This is an optimization exercise on Yosys and OpenROAD, whose aim is small area, a short achievable clock period and few clock cycles per item, not a production implementation. In this exercise RTL edits were held to simulation tests only and were not proved equivalent to the original. Power figures rest on the tool's default switching activity, not on a simulated workload.

==> flow/design.v <==
`timescale 1ns / 1ps
`default_nettype none
package rybb_pkg;
  localparam int unsigned BLOCK_SAMPLES_DEF = 64;
  localparam int unsigned SUM_W = 18;
  localparam logic signed [SUM_W-1:0] W_Y_R  = 18'sd77;
  localparam logic signed [SUM_W-1:0] W_Y_G  = 18'sd150;
  localparam logic signed [SUM_W-1:0] W_Y_B  = 18'sd29;
  localparam logic signed [SUM_W-1:0] W_CB_R = -18'sd43;
  localparam logic signed [SUM_W-1:0] W_CB_G = -18'sd85;
  localparam logic signed [SUM_W-1:0] W_CB_B = 18'sd128;
  localparam logic signed [SUM_W-1:0] W_CR_R = 18'sd128;
  localparam logic signed [SUM_W-1:0] W_CR_G = -18'sd107;
  localparam logic signed [SUM_W-1:0] W_CR_B = -18'sd21;
  localparam logic signed [SUM_W-1:0] CHROMA_BIAS = 18'sd128;
  localparam logic signed [SUM_W-1:0] BYTE_MAX    = 18'sd255;
  localparam logic [7:0]              BIAS_BYTE   = 8'd128;
  localparam int unsigned WORD_W = 24;
  typedef enum logic [0:0] {
    KIND_PIXEL = 1'b0,
    KIND_PULL  = 1'b1
  } kind_e;
  typedef enum logic [1:0] {
    BT_Y  = 2'd0,
    BT_CB = 2'd1,
    BT_CR = 2'd2
  } block_type_e;
  typedef enum logic [2:0] {
    PEND_NONE = 3'b000,
    PEND_CR   = 3'b100,
    PEND_CBCR = 3'b110,
    PEND_ALL  = 3'b111
  } pending_e;
  function automatic logic [7:0] clamp_component(input logic signed [SUM_W-1:0] sum,
                                                 input logic add_bias);
    logic signed [SUM_W-1:0] sh;
    sh = (sum >>> 8) + (add_bias ? CHROMA_BIAS : 18'sd0);
    if (sh < 18'sd0) begin
      clamp_component = 8'd0;
    end else if (sh > BYTE_MAX) begin
      clamp_component = 8'hFF;
    end else begin
      clamp_component = sh[7:0];
    end
  endfunction
endpackage
`default_nettype wire
`timescale 1ns / 1ps
`default_nettype none
module rybb_ram #(
  parameter int unsigned WIDTH = 8,
  parameter int unsigned DEPTH = 64
) (
  input  wire logic                     clk_i,
  input  wire logic                     we_i,
  input  wire logic [$clog2(DEPTH)-1:0] waddr_i,
  input  wire logic [WIDTH-1:0]         wdata_i,
  input  wire logic                     re_i,
  input  wire logic [$clog2(DEPTH)-1:0] raddr_i,
  output logic      [WIDTH-1:0]         rdata_o
);
  logic [WIDTH-1:0] mem [DEPTH];
  logic [WIDTH-1:0] rdata_q;
  always_ff @(posedge clk_i) begin
    if (we_i) begin
      mem[waddr_i] <= wdata_i;
    end
    if (re_i) begin
      rdata_q <= mem[raddr_i];
    end
  end
  assign rdata_o = rdata_q;
endmodule
`default_nettype wire
`timescale 1ns / 1ps
`default_nettype none
module rgb_to_ycbcr_block_builder_unit #(
  parameter int unsigned BLOCK_SAMPLES = rybb_pkg::BLOCK_SAMPLES_DEF
) (
  input  wire logic              clk_i,
  input  wire logic              rst_ni,
  input  wire logic              in_vld_i,
  output logic                   in_stall_o,
  input  wire logic              kind_i,
  input  wire logic [7:0]        red_i,
  input  wire logic [7:0]        green_i,
  input  wire logic [7:0]        blue_i,
  output logic                   out_vld_o,
  input  wire logic              out_stall_i,
  output logic                   pixel_taken_o,
  output logic                   sample_valid_o,
  output logic signed [8:0]      sample_o,
  output logic        [1:0]      block_type_o,
  output logic        [5:0]      element_index_o,
  output logic                   last_of_block_o
);
  localparam int unsigned IDX_W = $clog2(BLOCK_SAMPLES);
  localparam logic [IDX_W-1:0] LAST_IDX = IDX_W'(BLOCK_SAMPLES - 1);
  localparam int unsigned SW = rybb_pkg::SUM_W;
  typedef struct packed {
    logic                      taken;
    logic                      sval;
    rybb_pkg::block_type_e     phase;
    logic [IDX_W-1:0]          idx;
    logic                      last;
    logic [7:0]                r;
    logic [7:0]                g;
    logic [7:0]                b;
  } stage_a_t;
  typedef struct packed {
    logic                      taken;
    logic                      sval;
    rybb_pkg::block_type_e     phase;
    logic [IDX_W-1:0]          idx;
    logic                      last;
    logic signed [8:0]         smp;
    logic signed [SW-1:0]      y_sum;
    logic signed [SW-1:0]      cb_sum;
    logic signed [SW-1:0]      cr_sum;
  } stage_b_t;
  logic [IDX_W-1:0]        fill_q, fill_d;
  rybb_pkg::pending_e      pending_q, pending_d;
  rybb_pkg::block_type_e   phase_q, phase_d;
  logic [IDX_W-1:0]        emit_idx_q, emit_idx_d;
  logic a_v_q, b_v_q, out_v_q;
  stage_a_t a_q, a_d;
  stage_b_t b_q, b_d;
  logic out_open, b_adv, a_adv, accept;
  logic busy;
  assign out_open   = !out_v_q || !out_stall_i;
  assign b_adv      = !b_v_q || out_open;
  assign a_adv      = !a_v_q || b_adv;
  assign in_stall_o = !a_adv;
  assign accept     = in_vld_i && a_adv;
  assign busy       = (pending_q != rybb_pkg::PEND_NONE);
  logic                                ram_we, ram_re;
  logic [IDX_W-1:0]                    ram_waddr;
  logic [rybb_pkg::WORD_W-1:0]         ram_wdata, ram_rdata;
  logic [IDX_W-1:0]                    b_waddr_q;
  always_comb begin
    fill_d     = fill_q;
    pending_d  = pending_q;
    phase_d    = phase_q;
    emit_idx_d = emit_idx_q;
    ram_re     = 1'b0;
    a_d       = '0;
    a_d.phase = rybb_pkg::BT_Y;
    a_d.r     = red_i;
    a_d.g     = green_i;
    a_d.b     = blue_i;
    a_d.idx   = fill_q;
    if (accept) begin
      if (rybb_pkg::kind_e'(kind_i) == rybb_pkg::KIND_PIXEL) begin
        if (!busy) begin
          a_d.taken = 1'b1;
          if (fill_q == LAST_IDX) begin
            fill_d     = '0;
            pending_d  = rybb_pkg::PEND_ALL;
            phase_d    = rybb_pkg::BT_Y;
            emit_idx_d = '0;
          end else begin
            fill_d = fill_q + 1'b1;
          end
        end
      end else if (busy) begin
        ram_re     = 1'b1;
        a_d.sval   = 1'b1;
        a_d.phase  = phase_q;
        a_d.idx    = emit_idx_q;
        a_d.last   = (emit_idx_q == LAST_IDX);
        if (emit_idx_q == LAST_IDX) begin
          emit_idx_d = '0;
          unique case (phase_q)
            rybb_pkg::BT_Y: begin
              phase_d   = rybb_pkg::BT_CB;
              pending_d = rybb_pkg::PEND_CBCR;
            end
            rybb_pkg::BT_CB: begin
              phase_d   = rybb_pkg::BT_CR;
              pending_d = rybb_pkg::PEND_CR;
            end
            default: begin
              phase_d   = rybb_pkg::BT_Y;
              pending_d = rybb_pkg::PEND_NONE;
            end
          endcase
        end else begin
          emit_idx_d = emit_idx_q + 1'b1;
        end
      end
    end
  end
  logic signed [SW-1:0] r_s, g_s, b_s;
  logic [7:0]           pick;
  assign r_s = $signed({{(SW-8){1'b0}}, a_q.r});
  assign g_s = $signed({{(SW-8){1'b0}}, a_q.g});
  assign b_s = $signed({{(SW-8){1'b0}}, a_q.b});
  always_comb begin
    unique case (a_q.phase)
      rybb_pkg::BT_Y:  pick = ram_rdata[7:0];
      rybb_pkg::BT_CB: pick = ram_rdata[15:8];
      default:         pick = ram_rdata[23:16];
    endcase
    b_d        = '0;
    b_d.taken  = a_q.taken;
    b_d.sval   = a_q.sval;
    b_d.phase  = a_q.phase;
    b_d.idx    = a_q.idx;
    b_d.last   = a_q.last;
    b_d.y_sum  = rybb_pkg::W_Y_R * r_s + rybb_pkg::W_Y_G * g_s + rybb_pkg::W_Y_B * b_s;
    b_d.cb_sum = rybb_pkg::W_CB_R * r_s + rybb_pkg::W_CB_G * g_s + rybb_pkg::W_CB_B * b_s;
    b_d.cr_sum = rybb_pkg::W_CR_R * r_s + rybb_pkg::W_CR_G * g_s + rybb_pkg::W_CR_B * b_s;
    if (a_q.phase == rybb_pkg::BT_Y) begin
      b_d.smp = $signed({1'b0, pick});
    end else begin
      b_d.smp = $signed({pick[7], pick});
    end
  end
  logic [7:0] y_byte, cb_byte, cr_byte;
  assign y_byte  = rybb_pkg::clamp_component(b_q.y_sum, 1'b0);
  assign cb_byte = 8'(rybb_pkg::clamp_component(b_q.cb_sum, 1'b1) - rybb_pkg::BIAS_BYTE);
  assign cr_byte = 8'(rybb_pkg::clamp_component(b_q.cr_sum, 1'b1) - rybb_pkg::BIAS_BYTE);
  assign ram_we    = b_v_q && out_open && b_q.taken;
  assign ram_waddr = b_waddr_q;
  assign ram_wdata = {cr_byte, cb_byte, y_byte};
  logic [IDX_W+5:0] idx_ext;
  assign idx_ext = {6'b0, b_q.idx};
  logic              taken_q, sval_q, last_q;
  logic signed [8:0] smp_q;
  logic [1:0]        btype_q;
  logic [5:0]        eidx_q;
  always_ff @(posedge clk_i or negedge rst_ni) begin
    if (!rst_ni) begin
      fill_q     <= '0;
      pending_q  <= rybb_pkg::PEND_NONE;
      phase_q    <= rybb_pkg::BT_Y;
      emit_idx_q <= '0;
      a_v_q      <= 1'b0;
      b_v_q      <= 1'b0;
      out_v_q    <= 1'b0;
    end else begin
      fill_q     <= fill_d;
      pending_q  <= pending_d;
      phase_q    <= phase_d;
      emit_idx_q <= emit_idx_d;
      if (a_adv)    a_v_q   <= in_vld_i;
      if (b_adv)    b_v_q   <= a_v_q;
      if (out_open) out_v_q <= b_v_q;
    end
  end
  always_ff @(posedge clk_i) begin
    if (accept) begin
      a_q <= a_d;
    end
    if (b_adv && a_v_q) begin
      b_q       <= b_d;
      b_waddr_q <= a_q.idx;
    end
    if (out_open && b_v_q) begin
      taken_q <= b_q.taken;
      sval_q  <= b_q.sval;
      smp_q   <= b_q.sval ? b_q.smp : 9'sd0;
      btype_q <= b_q.sval ? b_q.phase : rybb_pkg::BT_Y;
      eidx_q  <= b_q.sval ? idx_ext[5:0] : 6'd0;
      last_q  <= b_q.sval && b_q.last;
    end
  end
  rybb_ram #(
    .WIDTH (rybb_pkg::WORD_W),
    .DEPTH (BLOCK_SAMPLES)
  ) u_store (
    .clk_i   (clk_i),
    .we_i    (ram_we),
    .waddr_i (ram_waddr),
    .wdata_i (ram_wdata),
    .re_i    (ram_re),
    .raddr_i (emit_idx_q),
    .rdata_o (ram_rdata)
  );
  assign out_vld_o       = out_v_q;
  assign pixel_taken_o   = taken_q;
  assign sample_valid_o  = sval_q;
  assign sample_o        = smp_q;
  assign block_type_o    = btype_q;
  assign element_index_o = eidx_q;
  assign last_of_block_o = last_q;
endmodule
`default_nettype wire
==> flow/run.sh <==
#!/bin/bash
# synth_recipe.tcl (not shown) runs the flow's synth.tcl, then flattens the netlist and writes it again
# the make line also repeats each setting of config.mk as NAME=value (left out here)
make -C /OpenROAD-flow-scripts/flow DESIGN_CONFIG=/design/flow/config.mk WORK_HOME=/design/flow/orfs CLKGATE_MAP_FILE= SYNTH_SCRIPT=/design/flow/synth_recipe.tcl finish
==> flow/config.mk <==
export PLATFORM = sky130hd
export DESIGN_NAME = rgb_to_ycbcr_block_builder_unit
export DESIGN_NICKNAME = rgb_to_ycbcr_block_builder_unit
export VERILOG_FILES = /design/flow/design.v
export SDC_FILE = /design/flow/constraint.sdc
export NUM_CORES = 4
export LEC_CHECK = 0
export CAP_MARGIN = 20
export CORE_MARGIN = 2
export CORE_UTILIZATION = 40
export SLEW_MARGIN = 20
==> flow/constraint.sdc <==
create_clock -name core_clock -period 7.0 [get_ports {clk_i}]
set_input_delay 1.4000 -clock core_clock [delete_from_list [all_inputs] [get_ports {clk_i}]]
set_output_delay 1.4000 -clock core_clock [all_outputs]
set_load 0.01 [all_outputs]
==> results.txt <==
worst path required time 7.55 ns; chip height 429.0 um; Sw Share 33.24%; register bit total from synthesis 1684; Tot GR Track Use 19.45%; Setup crit end kind flip-flop; die area roughly 180000 um^2; worst slack, placed 0.3633 ns; sequential share of power 40.5%; worst clock skew 0.04773 ns; CTS H-tree lvls 4; vias in the first global route 36390; Post-Syn Area 72260 um^2; final net count 4351; Max Clock Freq ~150 MHz; DRC viols 0; ys async rst share 1.188%; Multi-input gate area a little over 20000 um^2; hold crit path type reg2reg; cell count after synthesis 3741; core area 179000 um^2; hpwl dp ~110 mm; Fillers 15030; Max Root-Sink Buffers 3; DRT iter0 DRCs 3592; Skew-Pair Late Insertion Delay 0.81 ns; Cell Area, Placed 76590 um^2; Top FF cell, synth edfxtp_1; final worst-path cycle share 94.35%; DR pass1 iterations 5; Die X-Extent 429.0 um; Site Rows 155; commonest non-fill, non-tap cells in the layout edfxtp_1 (1664), mux4_2 (360), inv_1 (298), ha_1 (218), mux2i_1 (199); P_leak 27.41 nW; final cell area excluding filler cells 82030 um^2; hold-fix buffers at CTS 0; commonest non-fill, non-tap cell in the layout edfxtp_1; post-synth top area share between 60 and 70%; vias per inst 5.567; clock slew at reported path FFs 0.07 ns; register area about 50000 um^2; Hold Fails Final Rpt 0; Arr. time, crit path between 7 and 8 ns; Ys Warns 2; Clock Tree Root clkbuf_16; Final TNS setup 0 ns; internal power approximately 0.023 W; cts bufs inserted between 150 and 200; Post-synth EDFFs 1664; Reg2Reg Depth 24; total routed wirelength 178.8 mm; fin worst setup slack between 0.3 and 0.4 ns; grt ovf 0; Hold Path Stages 0; sequential fraction of the synthesis area approximately 70%; routability cong. 0.8322; Mean Syn Cell Area ~19 um^2; CTS tree done; share of post-route cells with drive strength above 1 20.24%; Detail Route Antenna Nets 0; Startpoint Class flip-flop; largest net degree at the start of global routing 128; Max-Cap Viols 0; Peak VDD IR 573.3 uV; port bufs 50; fin crit period between 6 and 7 ns; RSZ-0062 raised after global routing no; synth unique cells 59; pwr/cell area 416.7 nW/um^2; actual slew at the worst max-slew pin 1.066 ns; synth top area cells edfxtp_1 (69%), mux4_2 (11%), fa_1 (4.3%); DR vias 35860; io pins 51; Starting Density 40.37%; Worst Path Max Fanout 6; critical path type reg2reg; Switching Power 0.01136 W; result of the run timing/DRC/antenna clean; area leader, netlist edfxtp_1; Slew Viols, Final 0; Combinational Power Share 33.5%; clock sinks 1684; area added between synthesis and finish 13.53%; drt wl/cell around 28 um; Setup violations, final 0; antenna violations before repair 7; clock share of power around a quarter; Synthesized Nets around 4100; first-pass GRT wire length 259.3 mm; Slew HR 28.76%
-- cell usage after synthesis, types with 4 or more instances --
cell,number
o21ai_1,14
ha_1,218
o21a_1,17
edfxtp_1,1664
xor2_1,12
xnor2_1,27
and3_1,6
a41oi_1,4
o31ai_1,4
buf_1,5
and2_1,28
mux4_2,360
clkbuf_1,91
nand3_1,20
buf_4,8
a211oi_1,5
nand3b_1,8
a221oi_1,92
nand2_1,91
a21o_1,16
a21oi_1,31
or2_2,9
nand4_1,8
nor3_1,15
nor2b_1,6
nand2b_1,6
buf_2,43
mux2i_1,199
inv_1,300
fa_1,154
nor2_1,107
o21ai_0,65
a221o_1,6
a22oi_1,43
dfrtp_1,20
-- registers in the layout, indices dropped and copies added (netlist names), 6 cells and up --
name             flops
smp_q                9
eidx_q               6
u_store.mem       1536
emit_idx_q           6
a_q                 35
b_q                 49
fill_q               6
u_store.rdata_q     24
-- kinds of logic after synthesis --
family	count (synthesis)	synth area share, %
compound gates	320	3.157
xor+xnor	39	0.4727
fa+ha+maj	372	8.041
buf+inv	452	2.495
flops	1684	69.84
mux	559	13.98
simple gates	315	2.012
-- metal layers --
metal	track usage (%)	vias to the layer above	routed length, um
met4	4.206	0	3210
li1	-	15280	-
met1	27.36	19140	75840
met5	0	-	0
met3	3.488	218	12480
met2	31.74	1220	87230
-- critical path: stages, from the launching register on --
cell,delay (ns)
edfxtp_1,0.50
inv_1,0.11
ha_1,0.30
inv_1,0.13
ha_1,0.25
ha_1,0.28
inv_1,0.04
fa_1,0.47
inv_1,0.04
ha_1,0.31
a21oi_2,0.15
xor2_1,0.20
fa_1,0.47
fa_1,0.51
fa_1,0.50
fa_1,0.49
inv_1,0.04
ha_1,0.31
and2_1,0.17
a221o_1,0.31
a41oi_1,0.17
buf_4,0.17
a211o_1,0.17
a21oi_1,0.10
a21o_1,0.18
-- power by group through the flow --
stage	combinational [W]	clock (W)	sequential (W)
after detailed placement	0.0115	0	0.0141
after CTS	0.0116	0.00904	0.0139
after floorplan	0.00766	0	0.0140
final	0.0115	0.00887	0.0139
after global placement	0.0114	0	0.0141
after global routing	0.0127	0.00941	0.0139
-- worst paths after layout --
check                         from             to  slack (ns)
max in group asynchronous   rst_ni  emit_idx_q[1]        5.17
min in group asynchronous   rst_ni          b_v_q        1.13
setup / recovery           a_q[11]        b_q[52]        0.40
hold / removal             a_q[25]        b_q[64]        0.42
setup reg to reg           a_q[11]        b_q[52]        0.40
hold reg to reg            a_q[25]        b_q[64]        0.42
-- repair_timing --
| item | CTS | global route |
|---|---|---|
| setup endpoints to repair | 0 | 2 |
| setup buffers | 0 | 1 |
| gates resized for setup | 0 | 1 |
-- metrics by stage --
step | power [W] | std cells | util (%) | hold WS [ns]
final | 0.03418 | 6441 | 45.83 | 0.4178
after global routing | 0.03600 | 6438 | 45.82 | 0.4184
after CTS | 0.03450 | 6435 | 45.81 | 0.4130
after detailed placement | 0.02561 | 6130 | 42.79 | 0.4045
after global placement | 0.02541 | 6127 | 42.75 | 0.4006
after floorplan | 0.02163 | 3741 | - | 0.4003
-- layout make-up --
cell class              count  area share (%)
clock inverters            85           1.060
repair buffers            186           2.010
well taps                2355           3.592
multi-input cells        1605           24.87
inverters                 302           1.388
clock buffers             220           5.530
flip-flops and latches   1684           61.54
diodes                      4         0.01220
Testbench counts, summed over its fixed seeds: cycles 38,767, items 32,768.

## re-timing with driven ports
Ports are ideal in the flow. The routed layout listed here was re-timed in OpenROAD. Step 1 assumes that a clkbuf_16 drives the clock port and a buf_2 every other input. Step 2, shift: input delay + t, output delay - t, t = (earliest + latest rising clock arrival at the registers) / 2. This alone moves slack from input paths to output paths. Slacks: ideal / step 1 / step 2; pairs: ideal / step 1.
t (ns): 0.863
slack for setup (ns): 0.396 / 0.396 / 0.396
clock arrival spread, ns: 0.048 / 0.048
After both steps setup and hold are still met in this run. The setup slack of this run moves by 0.000 ns with the drivers and by 0.000 ns with both steps.
